This design comes from an exercise in tuning for small area on the open sky130 flow, not from production work. Only simulation tests tie the RTL to the original design; equivalence was not proved. Power is estimated from default activity; no workload was simulated.

==> flow/run.sh <==
#!/bin/bash
# synth_recipe.tcl (not shown) runs the flow's synth.tcl, then flattens the netlist and writes it again
# the make line also repeats each setting of config.mk as NAME=value (left out here)
make -C /OpenROAD-flow-scripts/flow DESIGN_CONFIG=/design/flow/config.mk WORK_HOME=/design/flow/orfs CLKGATE_MAP_FILE= SYNTH_SCRIPT=/design/flow/synth_recipe.tcl finish
==> flow/config.mk <==
export PLATFORM = sky130hd
export DESIGN_NAME = cpu_state_core
export DESIGN_NICKNAME = cpu_state_core
export VERILOG_FILES = /design/flow/design.v
export SDC_FILE = /design/flow/constraint.sdc
export NUM_CORES = 4
export LEC_CHECK = 0
export CAP_MARGIN = 20
export CORE_MARGIN = 2
export CORE_UTILIZATION = 40
export SLEW_MARGIN = 20
==> flow/constraint.sdc <==
create_clock -name core_clock -period 15.0 [get_ports {clock}]
set_input_delay 3.0000 -clock core_clock [delete_from_list [all_inputs] [get_ports {clock}]]
set_output_delay 3.0000 -clock core_clock [all_outputs]
set_load 0.01 [all_outputs]
==> flow/design.v <==
module cpu_state_core #(
   parameter logic [31:0] RESET_PC   = 32'h0000_0000,
   parameter logic [31:0] IR_RESET   = 32'h0000_0000,
   parameter int          DMEM_DEPTH = 64
) (
   input  logic        clock,
   input  logic        reset,
   input  logic        is_halt,
   input  logic        is_jal,
   input  logic        is_jalr,
   input  logic        branch_taken,
   input  logic [31:0] branch_target,
   input  logic [31:0] jalr_target,
   input  logic [31:0] imm_j,
   output logic [31:0] program_counter_value,
   input  logic [31:0] instruction_in,
   output logic [31:0] instruction_out,
   input  logic        memory_we,
   input  logic [31:0] address,
   input  logic [31:0] write_data,
   output logic [31:0] read_data
);
   localparam int AW = $clog2(DMEM_DEPTH);
   logic [31:0]   r_pc;
   logic [31:0]   r_ir;
   logic [31:0]   w_pc_next;
   logic [AW-1:0] w_index;
   logic          w_unused_addr;
   logic [31:0]   r_dmem [DMEM_DEPTH];
   assign w_index       = address[AW+1:2];
   assign w_unused_addr = ^{address[31:AW+2], address[1:0]};
   always_comb begin
      w_pc_next = r_pc + 32'd4;
      if (is_halt)
         w_pc_next = r_pc;
      else if (is_jal)
         w_pc_next = r_pc + imm_j;
      else if (is_jalr)
         w_pc_next = {jalr_target[31:1], 1'b0};
      else if (branch_taken)
         w_pc_next = branch_target;
   end
   always_ff @(posedge clock) begin
      if (reset) begin
         r_pc <= RESET_PC;
         r_ir <= IR_RESET;
      end else begin
         r_pc <= w_pc_next;
         r_ir <= instruction_in;
      end
   end
   always_ff @(posedge clock) begin
      if (reset) begin
         for (int i = 0; i < DMEM_DEPTH; i++)
            r_dmem[i] <= 32'h0;
      end else if (memory_we) begin
         r_dmem[w_index] <= write_data;
      end
   end
   assign program_counter_value = r_pc;
   assign instruction_out       = r_ir;
   assign read_data             = r_dmem[w_index];
endmodule
==> results.py, run 1 <==
metrics = {
    "logic_synthesis": {
        "synth.distinct_cells": 75,
        "yosys_register_bits": 2112,
        "synth.avg_cell_area_um2": 13.2,
        "yosys_most_used_dff": "sky130_fd_sc_hd__edfxtp_1",
        "synth-edff-count": 2048,
        "yosys.area.top_type_share_pct": 63.8,
        "syn_inst": 7323,
        "synth.top_cells.by_count": "sky130_fd_sc_hd__and2_1 (2056), sky130_fd_sc_hd__edfxtp_1 (2048), sky130_fd_sc_hd__clkbuf_1 (553), sky130_fd_sc_hd__nor2_1 (276), sky130_fd_sc_hd__a221oi_1 (266)",
        "post-synth-top-count-cell": "sky130_fd_sc_hd__and2_1",
        "syn-cell-area_um2": 96400,
        "asyncSetResetFlopFracSynth_pct": 0,
        "synth.yosys.seq_area_share_pct": 65.1,
        "yosys_warnings": 1,
        "synth_largest_area_cell": "sky130_fd_sc_hd__edfxtp_1",
        "synthTopCellsByArea": "sky130_fd_sc_hd__edfxtp_1 (64%), sky130_fd_sc_hd__and2_1 (13%), sky130_fd_sc_hd__a221oi_1 (2.4%)",
    },
    "setup_path": {
        "start_kind": "input port",
        "worstRegToRegCells": 11,
        "endpoint_kind": "output pin",
        "timing_worst_setup_path_type": "input port to output pin",
        "worst_endpoint_required_time_ps": 12000,
        "critical_path.max_fanout": 39,
        "worst_ep_arrival_time_ps": 8480,
        "register_to_register_setup_slack_ps": 11680,
    },
    "sta": {
        "timing.hold.ws_ps": 534,
        "timing_max_transition_violations_final": 0,
        "report.final.hold_viol_count": 0,
        "clock_skew_ps": 59.1,
        "timing.fmax_mhz": 87.1,
        "setup-tns-final_ps": 0,
        "layout_worst_path_cycle_share_pct": 76.5,
        "maxSlewHeadroom_pct": 17.3,
        "finalSetupViolations": 0,
        "min_period_ps": 11480,
        "rsz0062_at_grt": "false",
        "worstMarginPinSlew_ps": 1230,
    },
    "cts": {
        "clock_tree.htree_level_count": 4,
        "cts_root_buffer": "sky130_fd_sc_hd__clkbuf_16",
        "tritoncts": "yes",
        "cts-root-to-sink-buffers": 3,
        "clock_buffer_count_from_cts": 220,
        "clk_transition_reported_paths_ps": 50,
        "cts_setup_buffers": 0,
        "clock_sink_count": 2112,
        "cts-hold-fix-buffers": 0,
        "clkLatencyLatePin_ps": 890,
        "postCtsResizedCells": 0,
    },
    "placement": {
        "dpl-instance-area_um2": 103000,
        "globalplace.congestion": 0.921,
        "place_hpwl_um": 198000,
        "io_buffer_count": 267,
    },
    "final_layout": {
        "regArea_um2": 62800,
        "final_layout_size_suffix_gt1_share_pct": 12.6,
        "area_of_combinational_cells_with_multiple_inputs_um2": 31800,
        "area.growth.synth_to_final_pct": 14.1,
        "final_std_cell_area_no_fill_um2": 110000,
        "finalCoreUtilization_pct": 45.8,
        "final_net_count": 7545,
        "fillerInstances": 21300,
    },
    "route": {
        "post-route-drc-count": 0,
        "vias": 64900,
        "first_iter_violations": 9988,
        "antenna_left": 0,
        "detail_routed_via_count_per_cell": 6.08,
        "avgRoutedWirePerCell_um": 33.2,
        "routed_wl_um": 355000,
        "drt_first_pass_iters": 6,
    },
    "floorplan": {
        "dieArea_um2": 245000,
        "design.portCount": 295,
        "placement_rows": 180,
        "floorplan.die.width_um": 495,
        "initial_utilization_pct": 40.2,
        "die_y_um": 495,
        "core-area_um2": 240000,
    },
    "grt": {
        "first_pass_grt_wire_length_um": 492000,
        "grt_overflow_total": 0,
        "grt.total_usage_pct": 28.4,
        "number_of_global_route_vias_before_repair": 62800,
        "grt_start_max_net_pins": 74,
        "grt_antenna_before_repair": 28,
    },
    "outcome": {
        "run_status": "complete, no violations",
    },
    "pwr": {
        "p_leak_nw": 37.8,
        "totalPowerFinal_mw": 13.4,
        "cellPowerDensity_nw_per_um2": 122,
        "worst_ir_drop_vdd_mv": 0.113,
    },
    "min_path": {
        "worstHoldPathType": "flop to flop",
        "number_of_cells_on_the_worst_hold_path": 2,
    },
    "run": {
        "drv_cap": 0,
    },
}
## per-stage QoR
| step | std cells | setup WS [ps] |
|---|---|---|
| 2_1_floorplan | 7323 | 7060 |
| 3_3_place_gp | 10300 | 3860 |
| 3_5_place_dp | 10300 | 3870 |
| 4_1_cts | 10700 | 3870 |
| 5_1_grt | 10700 | 3830 |
| 6_report | 10700 | 3520 |
## worst paths after layout
path	start	to
max	address[4]	read_data[2]
min	r_pc[0]$_SDFFE_PP0P_	r_pc[0]$_SDFFE_PP0P_
max reg2reg	r_pc[0]$_SDFFE_PP0P_	r_pc[24]$_SDFFE_PP0N_
min reg2reg	r_pc[0]$_SDFFE_PP0P_	r_pc[0]$_SDFFE_PP0P_
## cell families after synthesis
group | count (synthesis) | synth area share, %
simple gates | 2680 | 16.3
flops | 2112 | 65.1
compound gates | 1337 | 9.81
mux | 343 | 4.76
fa+ha+maj | 33 | 0.436
buf+inv | 776 | 3.20
xor+xnor | 42 | 0.382
## registers in the layout, summed over array words and instances, names as in the netlist
register / cells
r_dmem: 2048
r_ir: 32
r_pc: 32
## power breakdown
part / total, mW / switching [mW] / internal (mW)
logic: 1.31 / 0.919 / 0.387
clock network: 5.22 / 2.38 / 2.85
registers: 6.87 / 0.0993 / 6.77
## worst max-delay path: stages
cell and delay (ps):
sky130_fd_sc_hd__buf_8 390, sky130_fd_sc_hd__buf_4 670, sky130_fd_sc_hd__nor2_4 290, sky130_fd_sc_hd__buf_4 420, sky130_fd_sc_hd__a221oi_1 850, sky130_fd_sc_hd__o22ai_1 460, sky130_fd_sc_hd__nor4_1 860, sky130_fd_sc_hd__o221ai_1 660
sky130_fd_sc_hd__clkdlybuf4s50_1 640
## cell usage in the layout, fill, tap and decap left out, types with 38 or more instances in the layout
master	netlist	layout
sky130_fd_sc_hd__o22ai_1	63	62
sky130_fd_sc_hd__nor2_1	276	198
sky130_fd_sc_hd__nor2_4	0	40
sky130_fd_sc_hd__clkbuf_16	0	221
sky130_fd_sc_hd__nor2b_1	41	40
sky130_fd_sc_hd__a21oi_1	251	250
sky130_fd_sc_hd__clkinv_1	1	52
sky130_fd_sc_hd__dfxtp_1	64	64
sky130_fd_sc_hd__mux2i_1	164	164
sky130_fd_sc_hd__buf_2	110	38
sky130_fd_sc_hd__clkdlybuf4s50_1	0	227
sky130_fd_sc_hd__clkbuf_1	553	64
sky130_fd_sc_hd__nor2_2	1	39
sky130_fd_sc_hd__o21ai_0	170	108
sky130_fd_sc_hd__buf_4	9	236
sky130_fd_sc_hd__and2_1	2056	2056
sky130_fd_sc_hd__o21ai_4	0	62
sky130_fd_sc_hd__a31oi_1	61	60
sky130_fd_sc_hd__a22oi_1	255	255
sky130_fd_sc_hd__a221oi_1	266	266
sky130_fd_sc_hd__mux2_2	96	96
sky130_fd_sc_hd__nand2_1	141	139
sky130_fd_sc_hd__a22o_1	105	105
sky130_fd_sc_hd__edfxtp_1	2048	2048
sky130_fd_sc_hd__mux4_2	83	83
## routing by layer
metal / part of all wire [%] / track usage, % / up-vias
met1: 38 / 37.5 / 33200
met2: 45 / 43.6 / 4139
li1: - / - / 26900
met4: 5.8 / 14.8 / 8
met3: 12 / 6.62 / 671
met5: 0.016 / 0 / -
## layout make-up
type                       instances  share of cell area (%)
sequential                      2112                    57.1
tap                             3185                    3.62
multi-input combinational       4435                    28.9
timing repair buffer             521                    4.18
clock buffer                     287                    5.27
clock inverter                   107                   0.857
inverter                          23                  0.0876
antenna                           10                  0.0228
==> run 2, diff against run 1 <==
--- a/flow/design.v
+++ b/flow/design.v
@@ -26,18 +26,35 @@
    logic [31:0]   w_pc_next;
    logic [AW-1:0] w_index;
    logic          w_unused_addr;
+   logic          r_phase;
    logic [31:0]   r_dmem [DMEM_DEPTH];
+   logic [31:0]   w_dmem_next [DMEM_DEPTH];
+   logic [31:0]   w_wr_n;           
+   logic [DMEM_DEPTH-1:0] w_wen;    
+   logic [DMEM_DEPTH-1:0] w_hold;   
+   logic [DMEM_DEPTH-1:0] w_rd_n;   
+   logic [31:0]   w_rd_raw;
    assign w_index       = address[AW+1:2];
    assign w_unused_addr = ^{address[31:AW+2], address[1:0]};
+   logic [31:0] w_pc_addend;
+   logic [31:0] w_pc_sum;
+   logic        w_pc_take_sum;
    always_comb begin
-      w_pc_next = r_pc + 32'd4;
       if (is_halt)
-         w_pc_next = r_pc;
+         w_pc_addend = 32'd0;
       else if (is_jal)
-         w_pc_next = r_pc + imm_j;
+         w_pc_addend = imm_j;
+      else
+         w_pc_addend = 32'd4;
+   end
+   assign w_pc_sum      = r_pc + w_pc_addend;
+   assign w_pc_take_sum = is_halt | is_jal | (~is_jalr & ~branch_taken);
+   always_comb begin
+      if (w_pc_take_sum)
+         w_pc_next = w_pc_sum;
       else if (is_jalr)
          w_pc_next = {jalr_target[31:1], 1'b0};
-      else if (branch_taken)
+      else
          w_pc_next = branch_target;
    end
    always_ff @(posedge clock) begin
@@ -49,15 +66,71 @@
          r_ir <= instruction_in;
       end
    end
+   always_ff @(posedge clock)
+      r_phase <= ~reset & ~r_phase;
+   assign w_wr_n = {32{~reset}} & ~(write_data ^ {32{r_phase}});
+   always_comb begin
+      for (int w = 0; w < DMEM_DEPTH; w++) begin
+         w_wen[w]  = reset | (memory_we & (w_index == AW'(w)));
+         w_hold[w] = ~reset & ~(memory_we & (w_index == AW'(w)));
+         w_rd_n[w] = w_index != AW'(w);
+      end
+   end
+   for (genvar w = 0; w < DMEM_DEPTH; w++) begin : g_word
+      cpu_state_core_word_next u_next (
+         .q(r_dmem[w]), .wen(w_wen[w]), .hold(w_hold[w]), .wr_n(w_wr_n),
+         .d(w_dmem_next[w])
+      );
+   end
    always_ff @(posedge clock) begin
-      if (reset) begin
-         for (int i = 0; i < DMEM_DEPTH; i++)
-            r_dmem[i] <= 32'h0;
-      end else if (memory_we) begin
-         r_dmem[w_index] <= write_data;
+      for (int w = 0; w < DMEM_DEPTH; w++)
+         r_dmem[w] <= w_dmem_next[w];
+   end
+   for (genvar b = 0; b < 32; b++) begin : g_rd
+      logic [DMEM_DEPTH-1:0] w_col;
+      for (genvar w = 0; w < DMEM_DEPTH; w++) begin : g_w
+         assign w_col[w] = r_dmem[w][b];
       end
+      cpu_state_core_read_bit #(.N(DMEM_DEPTH)) u_rd (
+         .q(w_col), .sel_n(w_rd_n), .d(w_rd_raw[b])
+      );
    end
    assign program_counter_value = r_pc;
    assign instruction_out       = r_ir;
-   assign read_data             = r_dmem[w_index];
+   assign read_data             = ~(w_rd_raw ^ {32{r_phase}});
 endmodule
+module cpu_state_core_word_next (
+   input  logic [31:0] q,
+   input  logic        wen,
+   input  logic        hold,
+   input  logic [31:0] wr_n,
+   output logic [31:0] d
+);
+   assign d = ~((q | {32{wen}}) & (wr_n | {32{hold}}));
+endmodule
+module cpu_state_core_read_bit #(
+   parameter int N = 64
+) (
+   input  logic [N-1:0] q,
+   input  logic [N-1:0] sel_n,
+   output logic         d
+);
+   localparam int G = (N + 7) / 8;
+   logic [8*G-1:0] w_q, w_sel_n;
+   logic [G-1:0]   w_grp;
+   assign w_q     = (8*G)'(q);
+   assign w_sel_n = {{(8*G-N){1'b1}}, sel_n};
+   for (genvar g = 0; g < G; g++) begin : g_grp
+      cpu_state_core_read_group u_grp (
+         .q(w_q[8*g +: 8]), .sel_n(w_sel_n[8*g +: 8]), .d(w_grp[g])
+      );
+   end
+   assign d = &w_grp;
+endmodule
+module cpu_state_core_read_group (
+   input  logic [7:0] q,
+   input  logic [7:0] sel_n,
+   output logic       d
+);
+   assign d = &(q | sel_n);
+endmodule
--- a/flow/config.mk
+++ b/flow/config.mk
@@ -7,5 +7,6 @@
 export LEC_CHECK = 0
 export CAP_MARGIN = 20
 export CORE_MARGIN = 2
-export CORE_UTILIZATION = 40
+export CORE_UTILIZATION = 60
 export SLEW_MARGIN = 20
+export SYNTH_HIERARCHICAL = 1
==> run 2 against run 1 <==
Against the previous run:
- largest power group unchanged
- synthesized area shrank 24%
- sequential power shrank 3.3%
- critical path type unchanged
- via count shrank 0.90%
- combinational power grew 15%
- critical endpoint is now read_data[5]
- still clean on timing, DRC and antenna
- critical path depth grew 3
- sequential share of layout area shrank 6.5 points
- clock power is essentially flat
==> results.py, run 2 <==
metrics = {
    "sta": {
        "report.final.hold_viol_count": 0,
        "maxSlewHeadroom_pct": 20.9,
        "timing.fmax_mhz": 90.3,
        "timing_max_transition_violations_final": 0,
        "rsz0062_at_grt": "false",
        "worstMarginPinSlew_ps": 1180,
        "min_period_ps": 11070,
        "setup-tns-final_ps": 0,
        "layout_worst_path_cycle_share_pct": 73.8,
        "finalSetupViolations": 0,
        "clock_skew_ps": 31.2,
    },
    "floorplan": {
        "die_y_um": 354,
        "floorplan.die.width_um": 354,
        "core-area_um2": 122000,
        "design.portCount": 295,
        "dieArea_um2": 125000,
        "initial_utilization_pct": 60.4,
        "placement_rows": 128,
    },
    "route": {
        "detail_routed_via_count_per_cell": 7.32,
        "post-route-drc-count": 0,
        "drt_first_pass_iters": 8,
        "routed_wl_um": 269000,
        "avgRoutedWirePerCell_um": 30.7,
        "antenna_left": 0,
        "vias": 64400,
        "first_iter_violations": 7086,
    },
    "logic_synthesis": {
        "asyncSetResetFlopFracSynth_pct": 0,
        "syn_inst": 6727,
        "yosys_warnings": 10,
        "yosys_most_used_dff": "sky130_fd_sc_hd__dfxtp_1",
        "yosys.area.top_type_share_pct": 57.5,
        "synth.top_cells.by_count": "sky130_fd_sc_hd__o22ai_1 (3074), sky130_fd_sc_hd__dfxtp_1 (2113), sky130_fd_sc_hd__nor4_2 (256), sky130_fd_sc_hd__buf_6 (193), sky130_fd_sc_hd__buf_2 (130)",
        "synth.distinct_cells": 66,
        "synth.avg_cell_area_um2": 10.9,
        "yosys_register_bits": 2113,
        "synthTopCellsByArea": "sky130_fd_sc_hd__dfxtp_1 (58%), sky130_fd_sc_hd__o22ai_1 (26%), sky130_fd_sc_hd__nor4_2 (4.4%)",
        "synth-edff-count": 0,
        "post-synth-top-count-cell": "sky130_fd_sc_hd__o22ai_1",
        "syn-cell-area_um2": 73500,
        "synth.yosys.seq_area_share_pct": 57.5,
        "synth_largest_area_cell": "sky130_fd_sc_hd__dfxtp_1",
    },
    "grt": {
        "number_of_global_route_vias_before_repair": 61800,
        "first_pass_grt_wire_length_um": 393000,
        "grt_antenna_before_repair": 14,
        "grt_start_max_net_pins": 78,
        "grt_overflow_total": 0,
        "grt.total_usage_pct": 41.2,
    },
    "final_layout": {
        "largest_register_ffs": 2048,
        "layout.cells.most_common_list": "sky130_fd_sc_hd__o22ai_1 (3074), sky130_fd_sc_hd__dfxtp_1 (2112), sky130_fd_sc_hd__clkdlybuf4s50_1 (265)",
        "final_common_cell": "sky130_fd_sc_hd__o22ai_1",
        "biggest_registers_after_layout": "r_dmem (2048), r_ir (32), r_pc (32)",
        "final_layout_size_suffix_gt1_share_pct": 12.3,
        "registers.top_by_ff_count": "r_dmem",
        "area_of_combinational_cells_with_multiple_inputs_um2": 27700,
        "area.growth.synth_to_final_pct": 13.7,
        "final_net_count": 7227,
        "finalNonFillerCells": 8790,
        "finalCoreUtilization_pct": 68.7,
        "regArea_um2": 42300,
        "fillerInstances": 9421,
    },
    "pwr": {
        "worst_ir_drop_vdd_mv": 0.136,
        "combPwrFrac_pct": 11.3,
        "part_of_the_power_in_registers_pct": 49.8,
        "total_switching_power_mw": 3.48,
        "p_sw_share_pct": 26.1,
        "internal_power_summed_over_all_cells_mw": 9.87,
        "cellPowerDensity_nw_per_um2": 160,
        "p_leak_nw": 31.2,
        "power_frac_clock_pct": 38.9,
        "totalPowerFinal_mw": 13.3,
    },
    "run": {
        "drv_cap": 0,
    },
    "placement": {
        "placed_cells_incl_taps": 8417,
        "place_hpwl_um": 153000,
        "globalplace.congestion": 0.890,
        "io_buffer_count": 267,
    },
    "cts": {
        "cts-hold-fix-buffers": 0,
        "clk_transition_reported_paths_ps": 60,
        "clkLatencyLatePin_ps": 840,
        "clock_tree.htree_level_count": 4,
        "cts_setup_buffers": 0,
        "clock_sink_count": 2113,
        "clock_buffer_count_from_cts": 202,
        "cts_root_buffer": "sky130_fd_sc_hd__clkbuf_16",
        "cts-root-to-sink-buffers": 3,
        "tritoncts": "yes",
        "postCtsResizedCells": 0,
    },
    "setup_path": {
        "start_kind": "input port",
        "register_to_register_setup_slack_ps": 11940,
        "worst_endpoint_required_time_ps": 12000,
        "critPathMaxStageDelay_ps": 890,
        "worst_ep_arrival_time_ps": 8070,
        "critPathSlowestCell": "sky130_fd_sc_hd__nor4_2",
        "crit_chain": "clkdlybuf4s50_1 > nand2b_1 > nor3_1 > buf_4 > nand2_1 > buf_4 > o22ai_1 > nor4_2 > nand4_1 > nor2_1 > xnor2_1 > clkdlybuf4s50_1",
        "endpoint_kind": "output pin",
        "timing_worst_setup_path_type": "input port to output pin",
        "critical_path.max_fanout": 19,
    },
    "min_path": {
        "worstHoldPathType": "flop to flop",
    },
    "outcome": {
        "run_status": "complete, no violations",
    },
}
[run 2: Yosys stat by module (local to each module, per instance), excerpt]
module	copies in the design	flops+latches
cpu_state_core	1	2113
cpu_state_core_read_group	256	0
cpu_state_core_word_next	64	0
[run 2: kinds of logic (layout without fill, tap and decap cells)]
kind of cell | after synthesis | after routing | share of synthesized area, %
flops | 2113 | 2113 | 57.5
buf+inv | 518 | 951 | 5.21
mux | 22 | 22 | 0.308
xor+xnor | 84 | 84 | 1.00
other cells | 0 | 5 | 0
simple gates | 666 | 666 | 7.14
compound gates | 3292 | 3292 | 28.3
fa+ha+maj | 32 | 32 | 0.555
[run 2: metal layers]
| metal | track usage [%] | vias to the layer above | share of wire, % |
|---|---|---|---|
| met5 | 0 | - | 0.041 |
| met4 | 28.8 | 16 | 7.4 |
| met3 | 11.4 | 757 | 11 |
| met2 | 63.3 | 3840 | 44 |
| met1 | 50.3 | 31800 | 38 |
| li1 | - | 28000 | - |
[run 2: power by group through the flow]
stage | sequential [mW] | clock, mW | combinational [mW]
floorplan | 6.68 | 0 | 0.935
global placement | 6.72 | 0 | 1.40
detailed placement | 6.75 | 0 | 1.44
CTS | 6.63 | 5.21 | 1.44
global route | 6.71 | 5.45 | 1.56
finish | 6.64 | 5.20 | 1.50
[run 2: final timing paths]
kind | start | endpoint | depth (start not counted)
max reg2reg | r_phase$_DFF_P_ | r_dmem[10][16]$_DFF_P_ | 5
min reg2reg | r_dmem[44][26]$_DFF_P_ | r_dmem[44][26]$_DFF_P_ | 1
max | address[2] | read_data[5] | 12
min | r_dmem[44][26]$_DFF_P_ | r_dmem[44][26]$_DFF_P_ | 1
[run 2: final cells by class]
cell class,instances,area share [%]
multi-input combinational,4096,33.1
clock inverter,57,0.859
inverter,69,0.310
sequential,2113,50.6
antenna,5,0.0150
clock buffer,311,7.30
tap,1625,2.43
timing repair buffer,514,5.41
[run 2: through the flow]
stage | setup slack, ps | cell area, um^2 | hold slack, ps
after global placement | 4290 | 76800 | 430
after detailed placement | 4250 | 76800 | 438
final | 3930 | 83600 | 442
after CTS | 4240 | 83600 | 446
after global routing | 3970 | 83600 | 452
after floorplan | 6840 | 73500 | 422
[run 2: worst max-delay path, delay by kind of cell]
family | cells | cell delay (ps)
and+or+nand+nor | 6 | 2920
buffers and inverters | 4 | 1800
AOI/OAI and AO/OA | 1 | 160
xor gates and xnor gates | 1 | 160
==> run 3, diff against run 2 <==
--- a/flow/design.v
+++ b/flow/design.v
@@ -29,10 +29,9 @@
    logic          r_phase;
    logic [31:0]   r_dmem [DMEM_DEPTH];
    logic [31:0]   w_dmem_next [DMEM_DEPTH];
-   logic [31:0]   w_wr_n;           
+   logic [31:0]   w_col_n;          
    logic [DMEM_DEPTH-1:0] w_wen;    
-   logic [DMEM_DEPTH-1:0] w_hold;   
-   logic [DMEM_DEPTH-1:0] w_rd_n;   
+   logic [DMEM_DEPTH-1:0] w_sel_n;  
    logic [31:0]   w_rd_raw;
    assign w_index       = address[AW+1:2];
    assign w_unused_addr = ^{address[31:AW+2], address[1:0]};
@@ -67,18 +66,17 @@
       end
    end
    always_ff @(posedge clock)
-      r_phase <= ~reset & ~r_phase;
-   assign w_wr_n = {32{~reset}} & ~(write_data ^ {32{r_phase}});
+      r_phase <= reset | ~r_phase;
+   assign w_col_n = ~(write_data ^ {32{r_phase}}) | {32{reset | ~memory_we}};
    always_comb begin
       for (int w = 0; w < DMEM_DEPTH; w++) begin
-         w_wen[w]  = reset | (memory_we & (w_index == AW'(w)));
-         w_hold[w] = ~reset & ~(memory_we & (w_index == AW'(w)));
-         w_rd_n[w] = w_index != AW'(w);
+         w_sel_n[w] = w_index != AW'(w);
+         w_wen[w]   = reset | (memory_we & (w_index == AW'(w)));
       end
    end
    for (genvar w = 0; w < DMEM_DEPTH; w++) begin : g_word
       cpu_state_core_word_next u_next (
-         .q(r_dmem[w]), .wen(w_wen[w]), .hold(w_hold[w]), .wr_n(w_wr_n),
+         .q(r_dmem[w]), .wen(w_wen[w]), .sel_n(w_sel_n[w]), .col_n(w_col_n),
          .d(w_dmem_next[w])
       );
    end
@@ -92,7 +90,7 @@
          assign w_col[w] = r_dmem[w][b];
       end
       cpu_state_core_read_bit #(.N(DMEM_DEPTH)) u_rd (
-         .q(w_col), .sel_n(w_rd_n), .d(w_rd_raw[b])
+         .q(w_col), .sel_n(w_sel_n), .d(w_rd_raw[b])
       );
    end
    assign program_counter_value = r_pc;
@@ -102,11 +100,11 @@
 module cpu_state_core_word_next (
    input  logic [31:0] q,
    input  logic        wen,
-   input  logic        hold,
-   input  logic [31:0] wr_n,
+   input  logic        sel_n,
+   input  logic [31:0] col_n,
    output logic [31:0] d
 );
-   assign d = ~((q | {32{wen}}) & (wr_n | {32{hold}}));
+   assign d = ~((q | {32{wen}}) & (col_n | {32{sel_n}}));
 endmodule
 module cpu_state_core_read_bit #(
    parameter int N = 64
@@ -115,22 +113,22 @@
    input  logic [N-1:0] sel_n,
    output logic         d
 );
-   localparam int G = (N + 7) / 8;
-   logic [8*G-1:0] w_q, w_sel_n;
-   logic [G-1:0]   w_grp;
-   assign w_q     = (8*G)'(q);
-   assign w_sel_n = {{(8*G-N){1'b1}}, sel_n};
-   for (genvar g = 0; g < G; g++) begin : g_grp
-      cpu_state_core_read_group u_grp (
-         .q(w_q[8*g +: 8]), .sel_n(w_sel_n[8*g +: 8]), .d(w_grp[g])
+   localparam int P = (N + 1) / 2;
+   logic [2*P-1:0] w_q, w_sel_n;
+   logic [P-1:0]   w_pair_n;
+   assign w_q     = (2*P)'(q);
+   assign w_sel_n = {{(2*P-N){1'b1}}, sel_n};
+   for (genvar p = 0; p < P; p++) begin : g_pair
+      cpu_state_core_read_pair u_pair (
+         .q(w_q[2*p +: 2]), .sel_n(w_sel_n[2*p +: 2]), .d_n(w_pair_n[p])
       );
    end
-   assign d = &w_grp;
+   assign d = ~|w_pair_n;
 endmodule
-module cpu_state_core_read_group (
-   input  logic [7:0] q,
-   input  logic [7:0] sel_n,
-   output logic       d
+module cpu_state_core_read_pair (
+   input  logic [1:0] q,
+   input  logic [1:0] sel_n,
+   output logic       d_n
 );
-   assign d = &(q | sel_n);
+   assign d_n = ~((q[0] | sel_n[0]) & (q[1] | sel_n[1]));
 endmodule
--- a/flow/config.mk
+++ b/flow/config.mk
@@ -8,5 +8,7 @@
 export CAP_MARGIN = 20
 export CORE_MARGIN = 2
 export CORE_UTILIZATION = 60
+export CTS_CLUSTER_DIAMETER = 80
+export CTS_CLUSTER_SIZE = 24
 export SLEW_MARGIN = 20
 export SYNTH_HIERARCHICAL = 1
==> run 3 against run 2 <==
Against the previous run:
- routed wire length shrank 11%
- total power shrank 22%
- clock skew grew 5.5 ps
- sequential power shrank 5.6%
- sequential cell count is the same
- core utilization shrank 3.4 points
- final area shrank 7.7%
- global-route usage shrank 3.3 points
- combinational power shrank 23%
- synthesized area shrank 2.7%
- critical path type unchanged
- largest power group unchanged
==> results.py, run 3 <==
metrics = {
    "setup_path": {
        "worst_ep_arrival_time_ps": 8260,
        "worst_endpoint_required_time_ps": 12000,
        "endpoint_kind": "output pin",
        "start_kind": "input port",
        "critical_path.max_fanout": 39,
        "timing_worst_setup_path_type": "input port to output pin",
    },
    "final_layout": {
        "area.growth.synth_to_final_pct": 7.90,
        "biggest_registers_after_layout": "r_dmem (2048), r_ir (32), r_pc (32)",
        "finalCoreUtilization_pct": 65.3,
        "registers.top_by_ff_count": "r_dmem",
        "final_net_count": 6971,
        "fillerInstances": 9619,
        "final_common_cell": "sky130_fd_sc_hd__o22ai_1",
        "final_std_cell_area_no_fill_um2": 77200,
        "largest_register_ffs": 2048,
        "finalNonFillerCells": 8298,
        "final_layout_size_suffix_gt1_share_pct": 7.01,
        "layout.cells.most_common_list": "sky130_fd_sc_hd__o22ai_1 (3072), sky130_fd_sc_hd__dfxtp_1 (2112), sky130_fd_sc_hd__clkdlybuf4s50_1 (265)",
    },
    "cts": {
        "cts_root_buffer": "sky130_fd_sc_hd__clkbuf_16",
        "cts-root-to-sink-buffers": 3,
        "clock_sink_count": 2113,
        "clock_tree.htree_level_count": 3,
        "cts-hold-fix-buffers": 0,
        "cts_setup_buffers": 0,
        "clock_buffer_count_from_cts": 100,
        "tritoncts": "yes",
        "clkLatencyLatePin_ps": 750,
        "clk_transition_reported_paths_ps": 90,
        "postCtsResizedCells": 0,
    },
    "route": {
        "routed_wl_um": 240000,
        "detail_routed_via_count_per_cell": 7.28,
        "antenna_left": 0,
        "avgRoutedWirePerCell_um": 28.9,
        "drt_first_pass_iters": 8,
        "post-route-drc-count": 0,
        "first_iter_violations": 6487,
        "vias": 60400,
    },
    "logic_synthesis": {
        "synthTopCellsByArea": "sky130_fd_sc_hd__dfxtp_1 (59%), sky130_fd_sc_hd__o22ai_1 (27%), sky130_fd_sc_hd__buf_6 (3.0%)",
        "syn_inst": 6611,
        "synth-edff-count": 0,
        "synth.distinct_cells": 57,
        "synth.yosys.seq_area_share_pct": 59.1,
        "post-synth-top-count-cell": "sky130_fd_sc_hd__o22ai_1",
        "yosys_register_bits": 2113,
        "yosys_warnings": 10,
        "yosys_most_used_dff": "sky130_fd_sc_hd__dfxtp_1",
        "asyncSetResetFlopFracSynth_pct": 0,
        "synth_largest_area_cell": "sky130_fd_sc_hd__dfxtp_1",
        "synth.avg_cell_area_um2": 10.8,
        "syn-cell-area_um2": 71600,
        "yosys.area.top_type_share_pct": 59.1,
        "synth.top_cells.by_count": "sky130_fd_sc_hd__o22ai_1 (3072), sky130_fd_sc_hd__dfxtp_1 (2113), sky130_fd_sc_hd__nor4_1 (226), sky130_fd_sc_hd__buf_6 (192), sky130_fd_sc_hd__buf_2 (128)",
    },
    "run": {
        "drv_cap": 0,
    },
    "grt": {
        "first_pass_grt_wire_length_um": 356000,
        "grt_antenna_before_repair": 7,
        "number_of_global_route_vias_before_repair": 57000,
        "grt.total_usage_pct": 37.9,
        "grt_start_max_net_pins": 77,
        "grt_overflow_total": 0,
    },
    "floorplan": {
        "design.portCount": 295,
        "die_y_um": 349,
        "floorplan.die.width_um": 349,
        "core-area_um2": 118000,
        "initial_utilization_pct": 60.5,
        "dieArea_um2": 122000,
        "placement_rows": 126,
    },
    "placement": {
        "placed_cells_incl_taps": 8173,
        "io_buffer_count": 267,
        "globalplace.congestion": 0.905,
        "post_placement_setup_slack_ps": 3930,
        "dpl-instance-area_um2": 74500,
        "place_hpwl_um": 140000,
    },
    "pwr": {
        "cellPowerDensity_nw_per_um2": 135,
        "p_leak_nw": 28.4,
        "totalPowerFinal_mw": 10.5,
        "worst_ir_drop_vdd_mv": 0.114,
    },
    "sta": {
        "min_period_ps": 11260,
        "finalSetupViolations": 0,
        "layout_worst_path_cycle_share_pct": 75.1,
        "maxSlewHeadroom_pct": 16.1,
        "timing.hold.ws_ps": 447,
        "clock_skew_ps": 36.7,
        "rsz0062_at_grt": "false",
        "timing_max_transition_violations_final": 0,
        "timing.final.ws_setup_ps": 3740,
        "worstMarginPinSlew_ps": 1250,
        "setup-tns-final_ps": 0,
        "report.final.hold_viol_count": 0,
        "timing.fmax_mhz": 88.8,
    },
    "outcome": {
        "run_status": "complete, no violations",
    },
    "min_path": {
        "worstHoldPathType": "flop to flop",
    },
}
## run 3: power by group
part,internal (mW),leakage (nW),switching [mW],total [mW]
Clock,1.27,1.36,1.76,3.03
Sequential,6.05,17.7,0.224,6.27
Combinational,0.470,9.36,0.689,1.16
## run 3: metal layers
metal	track usage (%)	vias up	wire, um
met5	0	-	46
met4	24.5	6	16800
met3	7.10	569	21000
met2	59.1	2759	107000
met1	48.5	29900	95100
li1	-	27200	-
## run 3: Yosys stat by module (local to each module, per instance), a selection
module | cell area [um^2] | cells
cpu_state_core | 46700 | 2803
cpu_state_core_read_pair | 6.26 | 1
cpu_state_core_word_next | 251 | 38
## run 3: final cells by class
| class | instances | area [um^2] | area share (%) |
|---|---|---|---|
| inverter | 8 | 30.0 | 0.0389 |
| clock inverter | 16 | 193 | 0.250 |
| clock buffer | 104 | 2560 | 3.31 |
| tap | 1536 | 1920 | 2.49 |
| multi-input combinational | 4047 | 26000 | 33.7 |
| antenna | 4 | 10.0 | 0.0130 |
| timing repair buffer | 470 | 4190 | 5.42 |
| sequential | 2113 | 42300 | 54.8 |
## run 3: final timing paths
| kind | startpoint | slack, ps | depth (start not counted) | endpoint |
|---|---|---|---|---|
| worst max-delay path | address[6] | 3740 | 10 | read_data[3] |
| worst min-delay path | r_dmem[30][2]$_DFF_P_ | 450 | 1 | r_dmem[30][2]$_DFF_P_ |
| worst max register to register | r_pc[0]$_SDFF_PP0_ | 11650 | 11 | r_pc[28]$_SDFF_PP0_ |
| worst min register to register | r_dmem[30][2]$_DFF_P_ | 450 | 1 | r_dmem[30][2]$_DFF_P_ |
## run 3: cells by family after synthesis
logic type / after synthesis / share of synthesized area (%)
multiplexers: 24 / 0.336
AO/OA/AOI/OAI: 3265 / 28.8
XOR/XNOR: 87 / 1.06
AND/OR/NAND/NOR: 639 / 5.18
flip-flops: 2113 / 59.1
buffers and inverters: 451 / 4.94
adder cells (fa/ha/maj): 32 / 0.570
## run 3: worst max-delay path, cell delays in order
cell                              delay, ps
sky130_fd_sc_hd__clkdlybuf4s50_1        480
sky130_fd_sc_hd__and2_1                 580
sky130_fd_sc_hd__nand2_2                640
sky130_fd_sc_hd__buf_4                  510
sky130_fd_sc_hd__o22ai_1                160
sky130_fd_sc_hd__nor4_1                 840
sky130_fd_sc_hd__nand4_1                620
sky130_fd_sc_hd__nor2_1                 610
sky130_fd_sc_hd__xnor2_1                190
sky130_fd_sc_hd__clkdlybuf4s50_1        570
==> run 4, diff against run 3 <==
==> flow/flow/run.sh (new file) <==
#!/bin/bash
# Layout flow: the standard flow (standard synthesis unchanged), with
# two changes to how the layout is made:
#  - ports are buffered with the smallest buffer, sky130_fd_sc_hd__buf_1;
#  - clock tree synthesis inserts no dummy loads.
# Each step's full output is in orfs/logs/; make's own output is in
# flow_make.log.
set -euo pipefail
export BUFFER_PORTS_ARGS="-buffer_cell sky130_fd_sc_hd__buf_1"
export CTS_ARGS="-sink_clustering_enable -repair_clock_nets -dont_use_dummy_load -sink_clustering_size 28 -sink_clustering_max_diameter 90"
bash standard.sh finish > flow_make.log 2>&1
==> flow/standard.sh (new file) <==
#!/bin/bash
# synth_recipe.tcl (not shown) runs the flow's synth.tcl, then flattens the netlist and writes it again
# the make line also repeats each setting of config.mk as NAME=value (left out here)
make -C /OpenROAD-flow-scripts/flow DESIGN_CONFIG=/design/flow/config.mk WORK_HOME=/design/flow/orfs CLKGATE_MAP_FILE= SYNTH_SCRIPT=/design/flow/synth_recipe.tcl "${@:-finish}"
--- a/flow/config.mk
+++ b/flow/config.mk
@@ -8,7 +8,7 @@
 export CAP_MARGIN = 20
 export CORE_MARGIN = 2
 export CORE_UTILIZATION = 60
-export CTS_CLUSTER_DIAMETER = 80
-export CTS_CLUSTER_SIZE = 24
+export CTS_CLUSTER_DIAMETER = 90
+export CTS_CLUSTER_SIZE = 28
 export SLEW_MARGIN = 20
 export SYNTH_HIERARCHICAL = 1
removed: flow/run.sh
==> run 4 against run 3 <==
Against the previous run:
- still clean on timing, DRC and antenna
- final area is 2.8% lower
- routed wire length is 0.10% higher
- synthesized cell count stayed put
- count of clock-buffer cells in the layout is 19 lower
- first-iteration DRC count is 2.9% higher
- sequential cell count stayed put
- sequential share of layout area is 1.6 points higher
- total power is 3.9% lower
- die area stayed put
- worst hold slack better by 2.0 ps
- critical path type unchanged
- highest routed layer unchanged
==> results.py, run 4 <==
metrics = {
    "logic_synthesis": {
        "yosys_register_bits": 2113,
        "post-synth-top-count-cell": "sky130_fd_sc_hd__o22ai_1",
        "yosys_warnings": 10,
        "synth.top_cells.by_count": "sky130_fd_sc_hd__o22ai_1 (3072), sky130_fd_sc_hd__dfxtp_1 (2113), sky130_fd_sc_hd__nor4_1 (226), sky130_fd_sc_hd__buf_6 (192), sky130_fd_sc_hd__buf_2 (128)",
        "syn-cell-area_um2": 71600,
        "synth.yosys.seq_area_share_pct": 59.1,
        "synth.avg_cell_area_um2": 10.8,
        "synth-edff-count": 0,
        "synthTopCellsByArea": "sky130_fd_sc_hd__dfxtp_1 (59%), sky130_fd_sc_hd__o22ai_1 (27%), sky130_fd_sc_hd__buf_6 (3.0%)",
        "synth_largest_area_cell": "sky130_fd_sc_hd__dfxtp_1",
        "asyncSetResetFlopFracSynth_pct": 0,
        "yosys.area.top_type_share_pct": 59.1,
        "synth.distinct_cells": 57,
        "yosys_most_used_dff": "sky130_fd_sc_hd__dfxtp_1",
        "syn_inst": 6611,
    },
    "cts": {
        "postCtsResizedCells": 0,
        "tritoncts": "yes",
        "clk_transition_reported_paths_ps": 90,
        "clkLatencyLatePin_ps": 710,
        "clock_sink_count": 2113,
        "cts_root_buffer": "sky130_fd_sc_hd__clkbuf_16",
        "clock_buffer_count_from_cts": 85,
        "clock_tree.htree_level_count": 3,
        "cts-root-to-sink-buffers": 3,
        "cts-hold-fix-buffers": 0,
        "cts_setup_buffers": 0,
    },
    "final_layout": {
        "registers.top_by_ff_count": "r_dmem",
        "largest_register_ffs": 2048,
        "biggest_registers_after_layout": "r_dmem (2048), r_ir (32), r_pc (32)",
        "final_layout_size_suffix_gt1_share_pct": 6.67,
        "layout.cells.most_common_list": "sky130_fd_sc_hd__o22ai_1 (3072), sky130_fd_sc_hd__dfxtp_1 (2112), sky130_fd_sc_hd__buf_1 (265)",
        "fillerInstances": 9915,
        "final_common_cell": "sky130_fd_sc_hd__o22ai_1",
        "area.growth.synth_to_final_pct": 4.84,
        "final_net_count": 6964,
        "finalCoreUtilization_pct": 63.5,
    },
    "min_path": {
        "number_of_cells_on_the_worst_hold_path": 1,
        "timing.hold.worst.start": "r_dmem[19][10]$_DFF_P_",
        "worstHoldPathType": "flop to flop",
        "hold_end": "r_dmem[19][10]$_DFF_P_",
    },
    "placement": {
        "io_buffer_count": 267,
        "post_placement_setup_slack_ps": 4620,
        "globalplace.congestion": 0.918,
        "place_hpwl_um": 137000,
    },
    "route": {
        "first_iter_violations": 6678,
        "vias": 60600,
        "post-route-drc-count": 0,
        "detail_routed_via_count_per_cell": 7.32,
        "drt_first_pass_iters": 6,
        "routed_wl_um": 240000,
        "antenna_left": 0,
        "avgRoutedWirePerCell_um": 29.0,
    },
    "sta": {
        "maxSlewHeadroom_pct": 15.0,
        "timing.final.ws_setup_ps": 4320,
        "finalSetupViolations": 0,
        "rsz0062_at_grt": "false",
        "setup-tns-final_ps": 0,
        "timing_max_transition_violations_final": 0,
        "timing.fmax_mhz": 93.6,
        "min_period_ps": 10680,
        "report.final.hold_viol_count": 0,
        "layout_worst_path_cycle_share_pct": 71.2,
        "worstMarginPinSlew_ps": 1260,
        "timing.hold.ws_ps": 449,
        "clock_skew_ps": 41.2,
    },
    "floorplan": {
        "design.portCount": 295,
        "floorplan.die.width_um": 349,
        "dieArea_um2": 122000,
        "initial_utilization_pct": 60.5,
        "placement_rows": 126,
        "core-area_um2": 118000,
        "die_y_um": 349,
    },
    "setup_path": {
        "critPathSlowestCell": "sky130_fd_sc_hd__nor4_1",
        "worst_ep_arrival_time_ps": 7680,
        "critPathMaxStageDelay_ps": 900,
        "timing.critical_path.mode_cell": "sky130_fd_sc_hd__buf_1",
        "register_to_register_setup_slack_ps": 11600,
        "start_kind": "input port",
        "critPathTopFamily": "simple AND/OR/NAND/NOR gates",
        "crit_chain": "buf_1 > and2_1 > nand2_2 > buf_4 > o22ai_1 > nor4_1 > nand4_1 > nor2_1 > xnor2_1 > buf_1",
        "worst_endpoint_required_time_ps": 12000,
        "crit_cells": 10,
        "critical_path.max_fanout": 40,
        "timing.rr.end": "r_pc[28]$_SDFF_PP0_",
        "timing_worst_setup_path_type": "input port to output pin",
        "crit_buf_inv": 3,
        "endpoint_kind": "output pin",
        "crit-reg2reg-launch": "r_pc[0]$_SDFF_PP0_",
        "worstRegToRegCells": 11,
    },
    "grt": {
        "grt.total_usage_pct": 37.7,
        "first_pass_grt_wire_length_um": 353000,
        "grt_start_max_net_pins": 65,
        "number_of_global_route_vias_before_repair": 55800,
        "grt_overflow_total": 0,
        "grt_antenna_before_repair": 9,
    },
    "pwr": {
        "cellPowerDensity_nw_per_um2": 134,
        "totalPowerFinal_mw": 10.1,
        "p_leak_nw": 27.5,
        "worst_ir_drop_vdd_mv": 0.119,
    },
    "outcome": {
        "run_status": "complete, no violations",
    },
    "run": {
        "drv_cap": 0,
    },
}
run 4: cell types whose count changed in the layout (fill, tap and decap cells not counted), sizes merged, moves of 3 or more:
cell / before / now
buf: 205 / 476
inv: 16 / 8
clkinv: 5 / 0
diode: 4 / 7
clkdlybuf4s50: 265 / 0
clkbuf: 104 / 87
run 4: logic make-up (layout without fill, tap and decap cells):
logic type	after synthesis	after routing	synth area share [%]
AND/OR/NAND/NOR	639	639	5.18
flip-flops	2113	2113	59.1
other	0	7	0
buffers and inverters	451	571	4.94
adder cells (fa/ha/maj)	32	32	0.570
AO/OA/AOI/OAI	3265	3265	28.8
XOR/XNOR	87	87	1.06
multiplexers	24	24	0.336
run 4: layout make-up:
cell class                 count  area (um^2)  share of cell area [%]
inverter                       8         30.0                  0.0400
sequential                  2113        42300                    56.4
tap                         1536         1920                    2.56
multi-input combinational   4047        26000                    34.7
timing repair buffer         478         2590                    3.45
antenna                        7         17.5                  0.0233
clock buffer                  85         2130                    2.83
run 4: modules after synthesis, one instance, submodules excluded, a selection:
module                    cells inside  cell area, um^2  flip-flops and latches
cpu_state_core                    2803            46700                    2113
cpu_state_core_read_pair             1             6.26                       0
cpu_state_core_word_next            38              251                       0
run 4: how the worst max path moves through the flow:
stage | startpoint | endpoint | slack [ps]
after floorplan | address[2] | read_data[0] | 6800
after global placement | address[6] | read_data[6] | 4650
after detailed placement | address[6] | read_data[6] | 4620
after CTS | address[6] | read_data[6] | 4590
after global routing | address[6] | read_data[9] | 4420
final | address[7] | read_data[6] | 4320
run 4: report_power, final:
part	total [mW]	internal [mW]	switching, mW
logic	1.08	0.392	0.693
registers	6.27	6.05	0.224
clock network	2.70	1.02	1.67
total	10.1	7.46	2.59
run 4: per-layer routing:
| metal | GRT usage, % | vias up | share of wire, % |
|---|---|---|---|
| met5 | 0 | - | 0.014 |
| met2 | 60.0 | 2877 | 45 |
| met4 | 21.3 | 6 | 6.3 |
| met1 | 48.8 | 30000 | 40 |
| met3 | 6.61 | 543 | 8.6 |
| li1 | - | 27200 | - |
run 4: stage by stage:
step,cell area (um^2),instances
finish,75000,8274
global route,75000,8267
CTS,75000,8267
detailed placement,72900,8182
global placement,72900,8182
floorplan,71600,6611
==> run 5, diff against run 4 <==
--- a/flow/design.v
+++ b/flow/design.v
@@ -35,9 +35,13 @@
    logic [31:0]   w_rd_raw;
    assign w_index       = address[AW+1:2];
    assign w_unused_addr = ^{address[31:AW+2], address[1:0]};
-   logic [31:0] w_pc_addend;
-   logic [31:0] w_pc_sum;
-   logic        w_pc_take_sum;
+   localparam int PC_SPLIT = 22;
+   logic [31:0]        w_pc_addend;
+   logic [31:0]        w_pc_sum;
+   logic [PC_SPLIT:0]  w_pc_carry;
+   logic [31:PC_SPLIT] w_pc_sum0, w_pc_sum1;
+   logic [32:PC_SPLIT] w_pc_carry0, w_pc_carry1;
+   logic               w_pc_take_sum;
    always_comb begin
       if (is_halt)
          w_pc_addend = 32'd0;
@@ -46,7 +50,26 @@
       else
          w_pc_addend = 32'd4;
    end
-   assign w_pc_sum      = r_pc + w_pc_addend;
+   assign w_pc_carry[0] = 1'b0;
+   for (genvar k = 0; k < PC_SPLIT; k++) begin : g_pc_add
+      cpu_state_core_full_add u_fa (
+         .a(r_pc[k]), .b(w_pc_addend[k]), .ci(w_pc_carry[k]),
+         .s(w_pc_sum[k]), .co(w_pc_carry[k+1])
+      );
+   end
+   assign w_pc_carry0[PC_SPLIT] = 1'b0;
+   assign w_pc_carry1[PC_SPLIT] = 1'b1;
+   for (genvar k = PC_SPLIT; k < 32; k++) begin : g_pc_add_hi
+      cpu_state_core_full_add u_fa0 (
+         .a(r_pc[k]), .b(w_pc_addend[k]), .ci(w_pc_carry0[k]),
+         .s(w_pc_sum0[k]), .co(w_pc_carry0[k+1])
+      );
+      cpu_state_core_full_add u_fa1 (
+         .a(r_pc[k]), .b(w_pc_addend[k]), .ci(w_pc_carry1[k]),
+         .s(w_pc_sum1[k]), .co(w_pc_carry1[k+1])
+      );
+   end
+   assign w_pc_sum[31:PC_SPLIT] = w_pc_carry[PC_SPLIT] ? w_pc_sum1 : w_pc_sum0;
    assign w_pc_take_sum = is_halt | is_jal | (~is_jalr & ~branch_taken);
    always_comb begin
       if (w_pc_take_sum)
@@ -132,3 +155,12 @@
 );
    assign d_n = ~((q[0] | sel_n[0]) & (q[1] | sel_n[1]));
 endmodule
+module cpu_state_core_full_add (
+   input  logic a,
+   input  logic b,
+   input  logic ci,
+   output logic s,
+   output logic co
+);
+   assign {co, s} = {1'b0, a} + {1'b0, b} + {1'b0, ci};
+endmodule
==> run 5 against run 4 <==
Against the previous run:
- first-iteration DRC count shrank 9.5%
- die area shrank 0.67%
- synthesized cell count shrank 2.3%
- synthesized area shrank 0.68%
- via count shrank 3.5%
- sequential power is essentially flat
- critical endpoint is now r_pc[30]$_SDFF_PP0_
==> results.py, run 5 <==
metrics = {
    "logic_synthesis": {
        "syn_inst": 6456,
        "yosys_most_used_dff": "sky130_fd_sc_hd__dfxtp_1",
        "synthTopCellsByArea": "sky130_fd_sc_hd__dfxtp_1 (60%), sky130_fd_sc_hd__o22ai_1 (27%), sky130_fd_sc_hd__buf_6 (3.1%)",
        "synth.distinct_cells": 33,
        "yosys_warnings": 10,
        "synth.avg_cell_area_um2": 11.0,
        "synth.yosys.seq_area_share_pct": 59.5,
        "synth_largest_area_cell": "sky130_fd_sc_hd__dfxtp_1",
        "yosys_register_bits": 2113,
        "yosys.area.top_type_share_pct": 59.5,
        "synth.top_cells.by_count": "sky130_fd_sc_hd__o22ai_1 (3072), sky130_fd_sc_hd__dfxtp_1 (2113), sky130_fd_sc_hd__nor4_1 (224), sky130_fd_sc_hd__buf_6 (193), sky130_fd_sc_hd__buf_2 (149)",
        "asyncSetResetFlopFracSynth_pct": 0,
        "synth-edff-count": 0,
        "syn-cell-area_um2": 71100,
        "post-synth-top-count-cell": "sky130_fd_sc_hd__o22ai_1",
    },
    "sta": {
        "timing.fmax_mhz": 79.6,
        "layout_worst_path_cycle_share_pct": 83.8,
        "rsz0062_at_grt": "false",
        "timing_max_transition_violations_final": 0,
        "report.final.hold_viol_count": 0,
        "setup-tns-final_ps": 0,
        "worstMarginPinSlew_ps": 1260,
        "finalSetupViolations": 0,
        "timing.hold.ws_ps": 447,
        "clock_skew_ps": 26.6,
        "maxSlewHeadroom_pct": 15.6,
        "min_period_ps": 12560,
    },
    "final_layout": {
        "finalCoreUtilization_pct": 63.1,
        "biggest_registers_after_layout": "r_dmem (2048), r_ir (32), r_pc (32)",
        "area_of_combinational_cells_with_multiple_inputs_um2": 25500,
        "final_std_cell_area_no_fill_um2": 74300,
        "fillerInstances": 9813,
        "largest_register_ffs": 2048,
        "final_net_count": 6802,
        "final_layout_size_suffix_gt1_share_pct": 6.48,
        "regArea_um2": 42300,
        "finalNonFillerCells": 8098,
        "area.growth.synth_to_final_pct": 4.56,
        "registers.top_by_ff_count": "r_dmem",
        "final_common_cell": "sky130_fd_sc_hd__o22ai_1",
        "layout.cells.most_common_list": "sky130_fd_sc_hd__o22ai_1 (3072), sky130_fd_sc_hd__dfxtp_1 (2112), sky130_fd_sc_hd__buf_1 (265)",
    },
    "pwr": {
        "part_of_the_power_in_registers_pct": 62.8,
        "p_leak_nw": 27.0,
        "power_frac_clock_pct": 26.9,
        "worst_ir_drop_vdd_mv": 0.115,
        "internal_power_summed_over_all_cells_mw": 7.46,
        "cellPowerDensity_nw_per_um2": 134,
        "total_switching_power_mw": 2.53,
        "p_sw_share_pct": 25.4,
        "combPwrFrac_pct": 10.3,
    },
    "floorplan": {
        "core-area_um2": 118000,
        "placement_rows": 126,
        "design.portCount": 295,
        "initial_utilization_pct": 60.4,
        "floorplan.die.width_um": 348,
        "dieArea_um2": 121000,
        "die_y_um": 348,
    },
    "cts": {
        "cts_setup_buffers": 0,
        "clock_sink_count": 2113,
        "clock_buffer_count_from_cts": 85,
        "cts_root_buffer": "sky130_fd_sc_hd__clkbuf_16",
        "cts-hold-fix-buffers": 0,
        "tritoncts": "yes",
        "clkLatencyLatePin_ps": 710,
        "clock_tree.htree_level_count": 3,
        "cts-root-to-sink-buffers": 3,
        "clk_transition_reported_paths_ps": 100,
        "postCtsResizedCells": 0,
    },
    "run": {
        "drv_cap": 0,
    },
    "setup_path": {
        "endpoint_kind": "flop",
        "worst_ep_arrival_time_ps": 13100,
        "critical_path.max_fanout": 20,
        "register_to_register_setup_slack_ps": 4850,
        "timing_worst_setup_path_type": "input port to flop",
        "worst_endpoint_required_time_ps": 15540,
        "crit-reg2reg-launch": "r_pc[0]$_SDFF_PP0_",
        "start_kind": "input port",
        "timing.critical_path.to": "r_pc[30]$_SDFF_PP0_",
        "worstRegToRegCells": 24,
        "timing.rr.end": "r_pc[30]$_SDFF_PP0_",
        "worstSetupStartpoint": "is_halt",
    },
    "grt": {
        "grt_antenna_before_repair": 11,
        "first_pass_grt_wire_length_um": 333000,
        "grt.total_usage_pct": 35.5,
        "grt_overflow_total": 0,
        "grt_start_max_net_pins": 67,
        "number_of_global_route_vias_before_repair": 54200,
    },
    "outcome": {
        "run_status": "complete, no violations",
    },
    "route": {
        "drt_first_pass_iters": 8,
        "first_iter_violations": 6045,
        "routed_wl_um": 223000,
        "post-route-drc-count": 0,
        "vias": 58500,
        "antenna_left": 0,
        "detail_routed_via_count_per_cell": 7.22,
        "avgRoutedWirePerCell_um": 27.6,
    },
    "placement": {
        "dpl-instance-area_um2": 72200,
        "io_buffer_count": 267,
        "placed_cells_incl_taps": 8009,
        "place_hpwl_um": 125000,
        "globalplace.congestion": 0.970,
    },
    "min_path": {
        "worstHoldPathType": "flop to flop",
    },
}
[run 5: modules after synthesis, one instance, submodules excluded, a selection]
module                    flip-flops and latches  times used  cells inside  area [um^2]
cpu_state_core_word_next                       0          64            38          251
cpu_state_core_full_add                        0          42             1         20.0
cpu_state_core_read_pair                       0        1024             1         6.26
cpu_state_core                              2113           1          2606        45400
[run 5: worst min-delay path by stage]
stage                      startpoint                endpoint  depth (start not counted)
2_1_floorplan   r_dmem[11][0]$_DFF_P_   r_dmem[11][0]$_DFF_P_                          1
3_3_place_gp   r_dmem[22][24]$_DFF_P_  r_dmem[22][24]$_DFF_P_                          1
3_5_place_dp   r_dmem[27][28]$_DFF_P_  r_dmem[27][28]$_DFF_P_                          1
4_1_cts         r_dmem[8][21]$_DFF_P_   r_dmem[8][21]$_DFF_P_                          1
5_1_grt         r_dmem[8][21]$_DFF_P_   r_dmem[8][21]$_DFF_P_                          1
6_report       r_dmem[49][11]$_DFF_P_  r_dmem[49][11]$_DFF_P_                          1
[run 5: cell type report]
type	instances	share of cell area (%)
Tap cell	1536	2.59
Multi-Input combinational cell	3900	34.3
Inverter	1	0.00505
Antenna cell	3	0.0101
Clock buffer	85	2.86
Timing Repair Buffer	460	3.30
Sequential cell	2113	56.9
[run 5: cell families (layout without fill, tap and decap cells)]
logic type | Yosys count | in the layout | share of synthesized area (%)
AOI/OAI and AO/OA | 3201 | 3201 | 28.3
xor gates and xnor gates | 64 | 64 | 0.789
adders and majority gates | 42 | 42 | 1.18
buffers and inverters | 444 | 546 | 5.00
DFF | 2113 | 2113 | 59.5
muxes | 31 | 31 | 0.437
other | 2 | 6 | 0.0106
and+or+nand+nor | 559 | 559 | 4.75
[run 5: per-layer routing]
metal	part of all wire [%]	track usage [%]	routed length, um
met5	0.031	0	69
met4	6.6	21.3	14800
met3	8.2	6.11	18200
met2	46	56.4	102000
met1	39	45.6	88100
[run 5: power groups by stage]
stage | Combinational [mW] | Clock (mW) | Sequential (mW)
6_report | 1.03 | 2.68 | 6.28
5_1_grt | 1.08 | 2.91 | 6.33
4_1_cts | 0.997 | 2.72 | 6.27
3_5_place_dp | 0.996 | 0 | 6.40
3_3_place_gp | 0.966 | 0 | 6.38
2_1_floorplan | 0.682 | 0 | 6.36
[run 5: per-stage QoR]
step	worst slack, ps	power, mW
after floorplan	2310	7.04
after global placement	1910	7.35
after detailed placement	1760	7.40
after CTS	2450	9.99
after global routing	1970	10.3
final	2440	9.99
[run 5: worst max-delay path: stages]
cell and delay (ps):
sky130_fd_sc_hd__buf_1 220, sky130_fd_sc_hd__nor2b_1 100, sky130_fd_sc_hd__and2_1 180, sky130_fd_sc_hd__fa_1 410, sky130_fd_sc_hd__fa_1 400, sky130_fd_sc_hd__fa_1 390
sky130_fd_sc_hd__fa_1 380, sky130_fd_sc_hd__fa_1 390, sky130_fd_sc_hd__fa_1 390, sky130_fd_sc_hd__fa_1 390, sky130_fd_sc_hd__fa_1 400, sky130_fd_sc_hd__fa_1 410
sky130_fd_sc_hd__fa_1 420, sky130_fd_sc_hd__fa_1 430, sky130_fd_sc_hd__fa_1 430, sky130_fd_sc_hd__fa_1 410, sky130_fd_sc_hd__fa_1 430, sky130_fd_sc_hd__fa_1 430
sky130_fd_sc_hd__fa_1 400, sky130_fd_sc_hd__fa_1 390, sky130_fd_sc_hd__fa_1 380, sky130_fd_sc_hd__fa_1 390, sky130_fd_sc_hd__fa_1 390, sky130_fd_sc_hd__fa_1 390
sky130_fd_sc_hd__fa_1 680, sky130_fd_sc_hd__a221oi_1 400, sky130_fd_sc_hd__a211oi_1 80
==> run 6, diff against run 5 <==
--- a/flow/config.mk
+++ b/flow/config.mk
@@ -7,7 +7,7 @@
 export LEC_CHECK = 0
 export CAP_MARGIN = 20
 export CORE_MARGIN = 2
-export CORE_UTILIZATION = 60
+export CORE_UTILIZATION = 75
 export CTS_CLUSTER_DIAMETER = 90
 export CTS_CLUSTER_SIZE = 28
 export SLEW_MARGIN = 20
==> run 6 against run 5 <==
Against the previous run:
- clock power is essentially flat
- combinational power about the same
- global-route usage grew 7.5 points
- synthesized cell count did not move
- largest cell class unchanged
- final cell count fell by 3.6%
- worst setup slack lost 38 ps
- sequential cell count is the same
- count of clock-buffer cells in the layout is the same
- critical path type unchanged
- non-clock buffer count shrank 7
- core utilization up 16 points
- maximum frequency is 0.30% lower
- still clean on timing, DRC and antenna
==> results.py, run 6 <==
metrics = {
    "outcome": {
        "run_status": "complete, no violations",
    },
    "route": {
        "antenna_left": 0,
        "avgRoutedWirePerCell_um": 27.9,
        "first_iter_violations": 7818,
        "routed_wl_um": 218000,
        "post-route-drc-count": 0,
        "vias": 60300,
        "detail_routed_via_count_per_cell": 7.72,
        "drt_first_pass_iters": 6,
    },
    "logic_synthesis": {
        "synth.yosys.seq_area_share_pct": 59.5,
        "synthMuxAreaShare_pct": 0.437,
        "synth-compound-area-share_pct": 28.3,
        "yosys_warnings": 10,
        "synth_simple_gate_area_share_pct": 4.75,
        "synth.top_cells.by_count": "sky130_fd_sc_hd__o22ai_1 (3072), sky130_fd_sc_hd__dfxtp_1 (2113), sky130_fd_sc_hd__nor4_1 (224), sky130_fd_sc_hd__buf_6 (193), sky130_fd_sc_hd__buf_2 (149)",
        "syn_inst": 6456,
        "synth_largest_area_cell": "sky130_fd_sc_hd__dfxtp_1",
        "yosys.area.top_type_share_pct": 59.5,
        "post-synth-top-count-cell": "sky130_fd_sc_hd__o22ai_1",
        "synth_xor_area_share_pct": 0.789,
        "synthTopCellsByArea": "sky130_fd_sc_hd__dfxtp_1 (60%), sky130_fd_sc_hd__o22ai_1 (27%), sky130_fd_sc_hd__buf_6 (3.1%)",
        "asyncSetResetFlopFracSynth_pct": 0,
        "synth.distinct_cells": 33,
        "yosys_register_bits": 2113,
        "synth.avg_cell_area_um2": 11.0,
        "yosys_most_used_dff": "sky130_fd_sc_hd__dfxtp_1",
        "synth_top_family_by_area": "compound AO/OA/AOI/OAI gates",
        "syn-cell-area_um2": 71100,
        "synth-adder-area-share_pct": 1.18,
        "synth-edff-count": 0,
    },
    "grt": {
        "grt_antenna_before_repair": 8,
        "grt_start_max_net_pins": 79,
        "grt.total_usage_pct": 43.0,
        "grt_overflow_total": 0,
        "first_pass_grt_wire_length_um": 329000,
        "number_of_global_route_vias_before_repair": 57500,
    },
    "final_layout": {
        "final_net_count": 6795,
        "largest_register_ffs": 2048,
        "biggest_registers_after_layout": "r_dmem (2048), r_ir (32), r_pc (32)",
        "layout.cells.most_common_list": "sky130_fd_sc_hd__o22ai_1 (3072), sky130_fd_sc_hd__dfxtp_1 (2112), sky130_fd_sc_hd__buf_1 (265)",
        "area.growth.synth_to_final_pct": 4.01,
        "final_std_cell_area_no_fill_um2": 73900,
        "final_layout_size_suffix_gt1_share_pct": 6.39,
        "final_common_cell": "sky130_fd_sc_hd__o22ai_1",
        "fillerInstances": 6292,
        "finalCoreUtilization_pct": 79.0,
        "area_of_combinational_cells_with_multiple_inputs_um2": 25500,
        "regArea_um2": 42300,
        "registers.top_by_ff_count": "r_dmem",
    },
    "setup_path": {
        "timing.rr.end": "r_pc[29]$_SDFF_PP0_",
        "start_kind": "input port",
        "register_to_register_setup_slack_ps": 4790,
        "timing_worst_setup_path_type": "input port to flop",
        "crit-reg2reg-launch": "r_pc[0]$_SDFF_PP0_",
        "endpoint_kind": "flop",
        "critical_path.max_fanout": 20,
        "worstRegToRegCells": 25,
        "worst_endpoint_required_time_ps": 15620,
        "worst_ep_arrival_time_ps": 13220,
    },
    "sta": {
        "finalSetupViolations": 0,
        "maxSlewHeadroom_pct": 13.4,
        "report.final.hold_viol_count": 0,
        "timing.final.ws_setup_ps": 2400,
        "timing_max_transition_violations_final": 0,
        "clock_skew_ps": 32.0,
        "setup-tns-final_ps": 0,
        "worstMarginPinSlew_ps": 1290,
        "rsz0062_at_grt": "false",
        "layout_worst_path_cycle_share_pct": 84.0,
        "min_period_ps": 12600,
        "timing.fmax_mhz": 79.4,
    },
    "cts": {
        "tritoncts": "yes",
        "cts_root_buffer": "sky130_fd_sc_hd__clkbuf_16",
        "clk_transition_reported_paths_ps": 110,
        "cts-root-to-sink-buffers": 3,
        "cts-hold-fix-buffers": 0,
        "clock_tree.htree_level_count": 3,
        "cts_setup_buffers": 0,
        "clock_sink_count": 2113,
        "postCtsResizedCells": 0,
        "clkLatencyLatePin_ps": 730,
        "clock_buffer_count_from_cts": 85,
    },
    "placement": {
        "io_buffer_count": 267,
        "place_hpwl_um": 124000,
        "dpl-instance-area_um2": 71800,
        "post_placement_setup_slack_ps": 1790,
        "globalplace.congestion": 1.02,
    },
    "pwr": {
        "p_sw_share_pct": 25.3,
        "power_frac_clock_pct": 26.7,
        "combPwrFrac_pct": 10.4,
        "cellPowerDensity_nw_per_um2": 135,
        "worst_ir_drop_vdd_mv": 0.103,
        "internal_power_summed_over_all_cells_mw": 7.46,
        "totalPowerFinal_mw": 9.98,
        "p_leak_nw": 27.0,
        "part_of_the_power_in_registers_pct": 63.0,
        "total_switching_power_mw": 2.53,
    },
    "floorplan": {
        "initial_utilization_pct": 75.9,
        "placement_rows": 112,
        "die_y_um": 312,
        "floorplan.die.width_um": 312,
        "dieArea_um2": 97300,
        "design.portCount": 295,
        "core-area_um2": 93600,
    },
    "min_path": {
        "hold_end": "r_dmem[37][31]$_DFF_P_",
        "timing.hold.worst.start": "r_dmem[37][31]$_DFF_P_",
        "worstHoldPathType": "flop to flop",
        "number_of_cells_on_the_worst_hold_path": 1,
    },
    "run": {
        "drv_cap": 0,
    },
}
-- run 6: cell counts after synthesis --
No cell type changed its count.
-- run 6: per-layer routing --
layer | routed length (um) | vias to the layer above | global-route usage (%)
li1 | - | 26500 | -
met1 | 79700 | 29400 | 52.9
met2 | 97700 | 3674 | 66.5
met3 | 21800 | 709 | 8.61
met4 | 18800 | 8 | 33.7
met5 | 52 | - | 0
-- run 6: power by group through the flow --
stage | clock [mW] | sequential, mW | combinational [mW]
floorplan | 0 | 6.36 | 0.682
detailed placement | 0 | 6.41 | 0.983
global placement | 0 | 6.38 | 0.946
CTS | 2.65 | 6.28 | 0.987
finish | 2.66 | 6.29 | 1.03
global route | 2.84 | 6.33 | 1.07
-- run 6: worst max path at each step --
stage / depth (start not counted) / slack [ps] / startpoint / endpoint
global route: 28 / 1980 / is_halt / r_pc[26]$_SDFF_PP0_
finish: 28 / 2400 / is_halt / r_pc[29]$_SDFF_PP0_
CTS: 28 / 2460 / is_halt / r_pc[25]$_SDFF_PP0_
global placement: 27 / 1960 / is_jal / r_pc[30]$_SDFF_PP0_
detailed placement: 27 / 1790 / is_halt / r_pc[22]$_SDFF_PP0_
floorplan: 29 / 2310 / is_jal / r_pc[30]$_SDFF_PP0_
-- run 6: layout make-up --
class | count | share of cell area (%)
antenna | 4 | 0.0135
multi-input combinational | 3900 | 34.5
clock buffer | 85 | 2.88
sequential | 2113 | 57.2
timing repair buffer | 453 | 3.25
inverter | 1 | 0.00508
tap | 1254 | 2.12
-- run 6: worst max-delay path: stages --
cell	delay [ps]
sky130_fd_sc_hd__buf_1	210
sky130_fd_sc_hd__nor2b_1	90
sky130_fd_sc_hd__and2_1	190
sky130_fd_sc_hd__fa_1	420
sky130_fd_sc_hd__fa_1	390
sky130_fd_sc_hd__fa_1	390
sky130_fd_sc_hd__fa_1	400
sky130_fd_sc_hd__fa_1	400
sky130_fd_sc_hd__fa_1	390
sky130_fd_sc_hd__fa_1	390
sky130_fd_sc_hd__fa_1	410
sky130_fd_sc_hd__fa_1	390
sky130_fd_sc_hd__fa_1	420
sky130_fd_sc_hd__fa_1	430
sky130_fd_sc_hd__fa_1	400
sky130_fd_sc_hd__fa_1	410
sky130_fd_sc_hd__fa_1	400
sky130_fd_sc_hd__fa_1	420
sky130_fd_sc_hd__fa_1	420
sky130_fd_sc_hd__fa_1	420
sky130_fd_sc_hd__fa_1	420
sky130_fd_sc_hd__fa_1	400
sky130_fd_sc_hd__fa_1	390
sky130_fd_sc_hd__fa_1	390
sky130_fd_sc_hd__fa_1	680
sky130_fd_sc_hd__nor2b_1	210
sky130_fd_sc_hd__a221oi_1	60
sky130_fd_sc_hd__a211oi_1	280
-- run 6: stage by stage --
stage	hold slack, ps	instances
floorplan	422	6457
global placement	430	7720
detailed placement	438	7720
CTS	447	7805
global route	457	7808
finish	448	7810
-- run 6: Yosys stat by module, one instance, submodules excluded, excerpt --
module / area, um^2 / flip-flops and latches / copies in the design
cpu_state_core: 45400 / 2113 / 1
cpu_state_core_word_next: 251 / 0 / 64
cpu_state_core_full_add: 20.0 / 0 / 42
cpu_state_core_read_pair: 6.26 / 0 / 1024
-- run 6: logic make-up (layout without fill, tap and decap cells) --
group           after synthesis  after routing
compound gates             3201           3201
other cells                   2              7
simple gates                559            559
fa+ha+maj                    42             42
buf+inv                     444            539
mux                          31             31
xor+xnor                     64             64
flops                      2113           2113

Re-timed with assumed drivers on the ports (clkbuf_16 on the clock, buf_2 on other inputs), run 6 has 2.451 ns of setup slack against 2.399 ns with ideal ports, and 1.668 ns once port delays also move by the mid clock arrival of 0.783 ns.
